Context: an optimization exercise on an open-source flow, tuned for small area, a short achievable clock period and few clock cycles per item. The choices shown serve that exercise and are no tape-out recipe. Only simulation tests tie the RTL to the original design; equivalence was not proved.

==> cedar: inputs <==
==> flow/design.v <==
module tf_tab #(parameter logic [63:0] T = 64'h0) (
  input  logic [3:0] x,
  output logic [3:0] y
);
  assign y = T[{~x, 2'b00} +: 4];
endmodule
module tf_qp #(
  parameter logic [63:0] T0 = 64'h0,
  parameter logic [63:0] T1 = 64'h0,
  parameter logic [63:0] T2 = 64'h0,
  parameter logic [63:0] T3 = 64'h0
) (
  input  logic [7:0] x,
  output logic [7:0] y
);
  logic [3:0] a0, b0, a1, b1, a2, b2, a3, b3, a4, b4;
  assign a0 = x[7:4];
  assign b0 = x[3:0];
  assign a1 = a0 ^ b0;
  assign b1 = a0 ^ {b0[0], b0[3:1]} ^ {a0[0], 3'b000};
  tf_tab #(.T(T0)) u0 (.x(a1), .y(a2));
  tf_tab #(.T(T1)) u1 (.x(b1), .y(b2));
  assign a3 = a2 ^ b2;
  assign b3 = a2 ^ {b2[0], b2[3:1]} ^ {a2[0], 3'b000};
  tf_tab #(.T(T2)) u2 (.x(a3), .y(a4));
  tf_tab #(.T(T3)) u3 (.x(b3), .y(b4));
  assign y = {b4, a4};
endmodule
module tf_q0 (input logic [7:0] x, output logic [7:0] y);
  tf_qp #(.T0(64'h817D6F320B59ECA4), .T1(64'hECB81235F4A6709D),
          .T2(64'hBA5E6D90C8F32471), .T3(64'hD7F4126E9B3085CA)) u (.x(x), .y(y));
endmodule
module tf_q1 (input logic [7:0] x, output logic [7:0] y);
  tf_qp #(.T0(64'h28BDF76E31940AC5), .T1(64'h1E2B4C376DA5F908),
          .T2(64'h4C75169A0ED82B3F), .T3(64'hB951C3DE647F208A)) u (.x(x), .y(y));
endmodule
module tf_mds (input logic [31:0] y, output logic [31:0] z);
  function automatic logic [7:0] lf1(input logic [7:0] x);
    lf1 = {1'b0, x[7:1]} ^ (x[0] ? 8'hB4 : 8'h00);
  endfunction
  function automatic logic [7:0] lf2(input logic [7:0] x);
    lf2 = {2'b00, x[7:2]} ^ (x[1] ? 8'hB4 : 8'h00) ^ (x[0] ? 8'h5A : 8'h00);
  endfunction
  function automatic logic [7:0] m5b(input logic [7:0] x);
    m5b = x ^ lf2(x);
  endfunction
  function automatic logic [7:0] mef(input logic [7:0] x);
    mef = x ^ lf1(x) ^ lf2(x);
  endfunction
  function automatic logic [31:0] mds(input logic [31:0] y);
    logic [7:0] y0, y1, y2, y3;
    y0 = y[7:0];
    y1 = y[15:8];
    y2 = y[23:16];
    y3 = y[31:24];
    mds = {mef(y0) ^ y1 ^ mef(y2) ^ m5b(y3),
           mef(y0) ^ m5b(y1) ^ y2 ^ mef(y3),
           m5b(y0) ^ mef(y1) ^ mef(y2) ^ y3,
           y0 ^ mef(y1) ^ m5b(y2) ^ m5b(y3)};
  endfunction
  logic [7:0] y0, y1, y2, y3;
  assign y0 = y[7:0];
  assign y1 = y[15:8];
  assign y2 = y[23:16];
  assign y3 = y[31:24];
  assign z = {mef(y0) ^ y1 ^ mef(y2) ^ m5b(y3),
              mef(y0) ^ m5b(y1) ^ y2 ^ mef(y3),
              m5b(y0) ^ mef(y1) ^ mef(y2) ^ y3,
              y0 ^ mef(y1) ^ m5b(y2) ^ m5b(y3)};
endmodule
module tf_hmid (
  input  logic [31:0] y,
  input  logic [31:0] l1,
  output logic [31:0] v
);
  logic [31:0] u;
  assign u = y ^ l1;
  tf_q0 ua0 (.x(u[7:0]),   .y(v[7:0]));
  tf_q0 ua1 (.x(u[15:8]),  .y(v[15:8]));
  tf_q1 ua2 (.x(u[23:16]), .y(v[23:16]));
  tf_q1 ua3 (.x(u[31:24]), .y(v[31:24]));
endmodule
module tf_hlast (
  input  logic [31:0] v,
  input  logic [31:0] l0,
  output logic [31:0] z
);
  logic [31:0] vv, r;
  assign vv = v ^ l0;
  tf_q1 ub0 (.x(vv[7:0]),   .y(r[7:0]));
  tf_q0 ub1 (.x(vv[15:8]),  .y(r[15:8]));
  tf_q1 ub2 (.x(vv[23:16]), .y(r[23:16]));
  tf_q0 ub3 (.x(vv[31:24]), .y(r[31:24]));
  tf_mds um (.y(r), .z(z));
endmodule
module tf_hfun (
  input  logic [31:0] x,
  input  logic [31:0] l0,
  input  logic [31:0] l1,
  output logic [31:0] z
);
  logic [31:0] y;
  tf_q0 u0 (.x(x[7:0]),   .y(y[7:0]));
  tf_q1 u1 (.x(x[15:8]),  .y(y[15:8]));
  tf_q0 u2 (.x(x[23:16]), .y(y[23:16]));
  tf_q1 u3 (.x(x[31:24]), .y(y[31:24]));
  logic [31:0] v;
  tf_hmid  um (.y(y), .l1(l1), .v(v));
  tf_hlast ul (.v(v), .l0(l0), .z(z));
endmodule
module tf_pg (
  input  logic [31:0] a,
  input  logic [31:0] b,
  output logic [31:0] p,
  output logic [31:0] g
);
  assign p = a ^ b;
  assign g = a & b;
endmodule
module tf_sklvl #(parameter int K = 0) (
  input  logic [31:0] gi,
  input  logic [31:0] pi,
  output logic [31:0] go,
  output logic [31:0] po
);
  always_comb begin
    go = gi;
    po = pi;
    for (int i = 0; i < 32; i++) begin
      if (((i >> K) & 1) == 1) begin
        go[i] = gi[i] | (pi[i] & gi[((i >> K) << K) - 1]);
        if ((i >> (K + 1)) != 0)
          po[i] = pi[i] & pi[((i >> K) << K) - 1];
        else
          po[i] = 1'b0;
      end
    end
  end
endmodule
module tf_addf (
  input  logic [31:0] a,
  input  logic [31:0] b,
  output logic [31:0] s
);
  logic [31:0] p, g0, g1, p1, g2, p2, g3, p3, g4, p4, g5, p5;
  tf_pg u0 (.a(a), .b(b), .p(p), .g(g0));
  tf_sklvl #(.K(0)) u1 (.gi(g0), .pi(p),  .go(g1), .po(p1));
  tf_sklvl #(.K(1)) u2 (.gi(g1), .pi(p1), .go(g2), .po(p2));
  tf_sklvl #(.K(2)) u3 (.gi(g2), .pi(p2), .go(g3), .po(p3));
  tf_sklvl #(.K(3)) u4 (.gi(g3), .pi(p3), .go(g4), .po(p4));
  tf_sklvl #(.K(4)) u5 (.gi(g4), .pi(p4), .go(g5), .po(p5));
  assign s = p ^ {g5[30:0], 1'b0};
endmodule
module tf_adds (
  input  logic [31:0] a,
  input  logic [31:0] b,
  output logic [31:0] s
);
  logic [31:0] p, pp, gg;
  always_comb begin
    p  = a ^ b;
    gg = a & b;
    pp = p;
    for (int d = 1; d < 32; d = d * 2) begin
      for (int i = 31; i >= d; i--) begin
        gg[i] = gg[i] | (pp[i] & gg[i - d]);
        pp[i] = pp[i] & pp[i - d];
      end
    end
    s = p ^ {gg[30:0], 1'b0};
  end
endmodule
module tf_add3 (
  input  logic [31:0] a,
  input  logic [31:0] b,
  input  logic [31:0] c,
  output logic [31:0] s
);
  logic [31:0] x, k;
  assign x = a ^ b ^ c;
  assign k = (a & b) | (a & c) | (b & c);
  tf_addf ua (.a(x), .b({k[30:0], 1'b0}), .s(s));
endmodule
module encrypt_out (
  input  logic         clk,
  input  logic         rst,
  input  logic         start,
  input  logic [127:0] plain_text,
  input  logic [127:0] key,
  output logic [127:0] encrypt,
  output logic         done,
  output logic         busy
);
  localparam logic [63:0] Q0_T0 = 64'h817D6F320B59ECA4;
  localparam logic [63:0] Q0_T1 = 64'hECB81235F4A6709D;
  localparam logic [63:0] Q0_T2 = 64'hBA5E6D90C8F32471;
  localparam logic [63:0] Q0_T3 = 64'hD7F4126E9B3085CA;
  localparam logic [63:0] Q1_T0 = 64'h28BDF76E31940AC5;
  localparam logic [63:0] Q1_T1 = 64'h1E2B4C376DA5F908;
  localparam logic [63:0] Q1_T2 = 64'h4C75169A0ED82B3F;
  localparam logic [63:0] Q1_T3 = 64'hB951C3DE647F208A;
  function automatic logic [3:0] nib(
    input logic [63:0] t,
    input logic [3:0]  i
  );
    nib = t[{~i, 2'b00} +: 4];
  endfunction
  function automatic logic [7:0] qperm(
    input logic       sel,
    input logic [7:0] x
  );
    logic [63:0] t0, t1, t2, t3;
    logic [3:0]  a0, b0, a1, b1, a2, b2;
    logic [3:0]  a3, b3, a4, b4;
    t0 = sel ? Q1_T0 : Q0_T0;
    t1 = sel ? Q1_T1 : Q0_T1;
    t2 = sel ? Q1_T2 : Q0_T2;
    t3 = sel ? Q1_T3 : Q0_T3;
    a0 = x[7:4];
    b0 = x[3:0];
    a1 = a0 ^ b0;
    b1 = a0 ^ {b0[0], b0[3:1]} ^ {a0[0], 3'b000};
    a2 = nib(t0, a1);
    b2 = nib(t1, b1);
    a3 = a2 ^ b2;
    b3 = a2 ^ {b2[0], b2[3:1]} ^ {a2[0], 3'b000};
    a4 = nib(t2, a3);
    b4 = nib(t3, b3);
    qperm = {b4, a4};
  endfunction
  function automatic logic [31:0] rsrem(input logic [31:0] r);
    logic [7:0] b, g2, g3;
    b  = r[31:24];
    g2 = {b[6:0], 1'b0} ^ (b[7] ? 8'h4D : 8'h00);
    g3 = {1'b0, b[7:1]} ^ (b[0] ? 8'hA6 : 8'h00) ^ g2;
    rsrem = {r[23:0], 8'h00} ^ {g3, g2, g3, b};
  endfunction
  function automatic logic [31:0] rs(
    input logic [31:0] me,
    input logic [31:0] mo
  );
    logic [31:0] r;
    r = mo;
    for (int j = 0; j < 4; j++) r = rsrem(r);
    r = r ^ me;
    for (int j = 0; j < 4; j++) r = rsrem(r);
    rs = r;
  endfunction
  function automatic logic [31:0] bsw(input logic [31:0] x);
    bsw = {x[7:0], x[15:8], x[23:16], x[31:24]};
  endfunction
  function automatic logic [31:0] rol8(input logic [31:0] x);
    rol8 = {x[23:0], x[31:24]};
  endfunction
  function automatic logic [31:0] qidx(input logic [4:0] i);
    logic [7:0] e, o;
    e = {2'b00, i, 1'b0};
    o = {2'b00, i, 1'b1};
    qidx = {qperm(1'b1, o), qperm(1'b0, o), qperm(1'b1, e), qperm(1'b0, e)};
  endfunction
  function automatic logic [4:0] kidx(input logic [4:0] s);
    if (s == 5'd0)       kidx = 5'd0;
    else if (s == 5'd17) kidx = 5'd3;
    else                 kidx = s + 5'd3;
  endfunction
  logic [4:0]  cnt;
  logic        last, wht, rnd, r15, kmq;
  logic [31:0] m0, m1, m2, m3;
  logic [31:0] s0, s1;
  logic [31:0] w0, w1, w2, w3;
  assign wht  = busy && (cnt == 5'd0);
  assign last = busy && (cnt == 5'd17);
  assign r15  = busy && (cnt == 5'd16);
  assign rnd  = busy && !wht && !last;
  logic [4:0]  nidx;
  logic [31:0] qn, mm2, mm3, na2, nb2;
  logic [31:0] ka2, kb2;
  assign nidx = busy ? kidx(cnt + 5'd1) : 5'd0;
  assign qn   = qidx(nidx);
  assign mm2  = busy ? m2 : bsw(key[63:32]);
  assign mm3  = busy ? m3 : bsw(key[31:0]);
  tf_hmid ukma (.y({qn[15:8],  qn[7:0],   qn[15:8],  qn[7:0]}),   .l1(mm2), .v(na2));
  tf_hmid ukmb (.y({qn[31:24], qn[23:16], qn[31:24], qn[23:16]}), .l1(mm3), .v(nb2));
  logic [31:0] ka, kb, kbr, ke, ko, kos;
  tf_hlast ukla (.v(ka2), .l0(m0), .z(ka));
  tf_hlast uklb (.v(kb2), .l0(m1), .z(kb));
  assign kbr = rol8(kb);
  tf_adds uke (.a(ka), .b(kbr), .s(ke));
  tf_adds uko (.a(ka), .b({kbr[30:0], 1'b0}), .s(kos));
  assign ko  = {kos[22:0], kos[31:23]};
  logic [31:0] la0, la1, lb0, lb1, ta, tb;
  logic [31:0] f0, f1, n0, n1;
  logic [31:0] re, ro;
  assign la0 = kmq ? m0 : s1;
  assign la1 = kmq ? m2 : s0;
  assign lb0 = kmq ? m1 : s1;
  assign lb1 = kmq ? m3 : s0;
  tf_hfun uta (.x(w0),       .l0(la0), .l1(la1), .z(ta));
  tf_hfun utb (.x(rol8(w1)), .l0(lb0), .l1(lb1), .z(tb));
  logic [31:0] tbm, kem, kom;
  assign tbm = kmq ? rol8(tb) : tb;
  assign kem = kmq ? 32'd0 : ke;
  assign kom = kmq ? 32'd0 : ko;
  tf_add3 uf0 (.a(ta), .b(tbm), .c(kem), .s(f0));
  tf_add3 uf1 (.a(ta), .b({tbm[30:0], 1'b0}), .c(kom), .s(f1));
  assign n0 = {f0[0] ^ w2[0], (w2[31:1] ^ f0[31:1])};
  assign n1 = {w3[30:0], w3[31]} ^ f1;
  assign re = f0;
  assign ro = {f1[22:0], f1[31:23]};
  logic [31:0] x0, x1, x2, x3;
  assign x0 = s0 ^ ke;
  assign x1 = s1 ^ ko;
  assign x2 = w2 ^ re;
  assign x3 = w3 ^ ro;
  always_ff @(posedge clk or posedge rst) begin
    if (rst) begin
      busy <= 1'b0;
      done <= 1'b0;
      cnt  <= '0;
    end else begin
      done <= last;
      if (!busy) begin
        busy <= start;
        cnt  <= '0;
      end else begin
        cnt <= cnt + 5'd1;
        if (last) busy <= 1'b0;
      end
    end
  end
  always_ff @(posedge clk) begin
    ka2 <= na2;
    kb2 <= nb2;
    kmq <= !busy || (cnt == 5'd16) || (cnt == 5'd17);
    if (!busy) begin
      m0 <= bsw(key[127:96]);
      m1 <= bsw(key[95:64]);
      m2 <= bsw(key[63:32]);
      m3 <= bsw(key[31:0]);
      s0 <= bsw(plain_text[127:96]);
      s1 <= bsw(plain_text[95:64]);
      w0 <= {4{8'h02}};
      w1 <= {4{8'h03}};
      w2 <= bsw(plain_text[63:32]);
      w3 <= bsw(plain_text[31:0]);
    end else if (wht) begin
      s0 <= rs(m0, m1);
      s1 <= rs(m2, m3);
      w0 <= x0;
      w1 <= x1;
      w2 <= x2;
      w3 <= x3;
    end else if (rnd) begin
      w0 <= n0;
      w1 <= n1;
      w2 <= w0;
      w3 <= w1;
      if (r15) begin
        s0 <= n0;
        s1 <= n1;
        w0 <= {4{8'h04}};
        w1 <= {4{8'h05}};
      end
    end
    if (last)
      encrypt <= {bsw(x2), bsw(x3), bsw(x0), bsw(x1)};
  end
endmodule
==> flow/run.sh <==
#!/bin/bash
# synth_recipe.tcl (not shown) runs the flow's synth.tcl, then flattens the netlist and writes it again
# the make line also repeats each setting of config.mk as NAME=value (left out here)
make -C /OpenROAD-flow-scripts/flow DESIGN_CONFIG=/design/flow/config.mk WORK_HOME=/design/flow/orfs CLKGATE_MAP_FILE= SYNTH_SCRIPT=/design/flow/synth_recipe.tcl finish
==> flow/config.mk <==
export PLATFORM = sky130hd
export DESIGN_NAME = encrypt_out
export DESIGN_NICKNAME = encrypt_out
export VERILOG_FILES = /design/flow/design.v
export SDC_FILE = /design/flow/constraint.sdc
export NUM_CORES = 4
export LEC_CHECK = 0
export CAP_MARGIN = 20
export CORE_MARGIN = 2
export CORE_UTILIZATION = 40
export SLEW_MARGIN = 20
export SYNTH_HIERARCHICAL = 1
export SYNTH_MINIMUM_KEEP_SIZE = 0
==> flow/constraint.sdc <==
create_clock -name core_clock -period 24.0 [get_ports {clk}]
set_input_delay 4.8000 -clock core_clock [delete_from_list [all_inputs] [get_ports {clk}]]
set_output_delay 4.8000 -clock core_clock [all_outputs]
set_load 0.01 [all_outputs]
==> inputs of zinc, as changes to cedar <==
==> flow/flow/run.sh (new file) <==
#!/bin/bash
# The standard ORFS layout, with one change to synthesis: Yosys does not
# extract half/full adders into the platform's ha/fa cells (ADDER_MAP_FILE
# empty), so ABC maps the whole datapath, adders included, itself.
# make's output goes to flow.log here; each ORFS step also keeps its own log
# under orfs/logs/.
set -euo pipefail
cd "$(dirname "$0")/.."
bash standard.sh ADDER_MAP_FILE= finish > flow.log 2>&1
==> flow/standard.sh (new file) <==
#!/bin/bash
# synth_recipe.tcl (not shown) runs the flow's synth.tcl, then flattens the netlist and writes it again
# the make line also repeats each setting of config.mk as NAME=value (left out here)
make -C /OpenROAD-flow-scripts/flow DESIGN_CONFIG=/design/flow/config.mk WORK_HOME=/design/flow/orfs CLKGATE_MAP_FILE= SYNTH_SCRIPT=/design/flow/synth_recipe.tcl "${@:-finish}"
removed: flow/run.sh
==> summary of the runs <==
Of zinc and cedar, zinc has the higher sequential share of layout area (gap 2.2 points). Of cedar and zinc, cedar has the higher synthesized cell count (gap about 13%, measured against zinc). Synthesized area: zinc is smaller than cedar (about 15%). Between cedar and zinc, the lower design area is in zinc (gap 15%, measured against zinc). Of cedar and zinc, cedar has the higher die area (gap about 17%, measured against zinc). In zinc the count of clock-buffer cells in the layout is lower than in cedar, by 4. Against zinc, the final cell count of cedar is larger by about 12%. Via count: zinc is smaller than cedar (about 8%). In cedar the fmax is lower than in zinc, by 9.3%.
==> figures <==
quantity                                                           zinc                     cedar
Wire length on met1                                              126 mm                    136 mm
Worst setup skew after layout                                   97.6 ps                   53.0 ps
GP Congestion                                                      1.07                      1.04
Post-DP HPWL                                                     265 mm                    287 mm
Core Region                                                 187,000 um2               219,000 um2
Required @ worst endpoint                                     24,530 ps                 24,550 ps
Vias in the first global route                                   57,667                    64,519
Worst-case headroom to the max-slew limit                         11.2%                     8.81%
Post-Route Hold Slack                                            576 ps                    549 ps
Die extent in x                                                  437 um                    473 um
Max stage delay cell, worst path                sky130_fd_sc_hd__xor2_1  sky130_fd_sc_hd__o31ai_1
Design area                                                  81,500 um2                93,900 um2
Via density per instance                                           5.78                      5.62
Fraction of met2 tracks used by global routing                    49.4%                     44.0%
Met2 wire length                                                 140 mm                    146 mm
Endpoint with the worst hold slack                               w1[21]                    w0[19]
Diode insertion count for antenna repair                             18                        31
Result of the run                      no timing/DRC/antenna violations  no timing/DRC/antenna violations
Average routed wire per standard cell                           29.3 um                   27.9 um
Testbench counts of cedar, summed over its fixed seeds: cycles 6,080, blocks 320.
Testbench counts of zinc, summed over its fixed seeds: cycles 6,080, blocks 320.

[re-timing with driven ports]
Ports are ideal in the flow. The routed layouts listed here were re-timed in OpenROAD. Step 1 (the two cells are an assumption about what drives the block):
set clk [get_ports {clk}]
set_driving_cell -lib_cell sky130_fd_sc_hd__clkbuf_16 $clk
set_driving_cell -lib_cell sky130_fd_sc_hd__buf_2 [delete_from_list [all_inputs] $clk]
Step 2, shift: input delay + t, output delay - t, t = (earliest + latest rising clock arrival at the registers) / 2. This alone moves slack from input paths to output paths. Slacks: no drivers / after step 1 / after step 2; pairs: no drivers / after step 1.
run | shift t [ns] | slack for setup (ns) | worst setup path at the end | worst data-port slew with drivers (ns) | pins driven straight from the clock port
cedar | 0.798 | 7.978 / 7.978 / 7.978 | register to register | 0.18 | 1
zinc | 0.784 | 9.465 / 9.465 / 9.465 | register to register | 0.10 | 1
After both steps setup and hold are still met in every run listed.
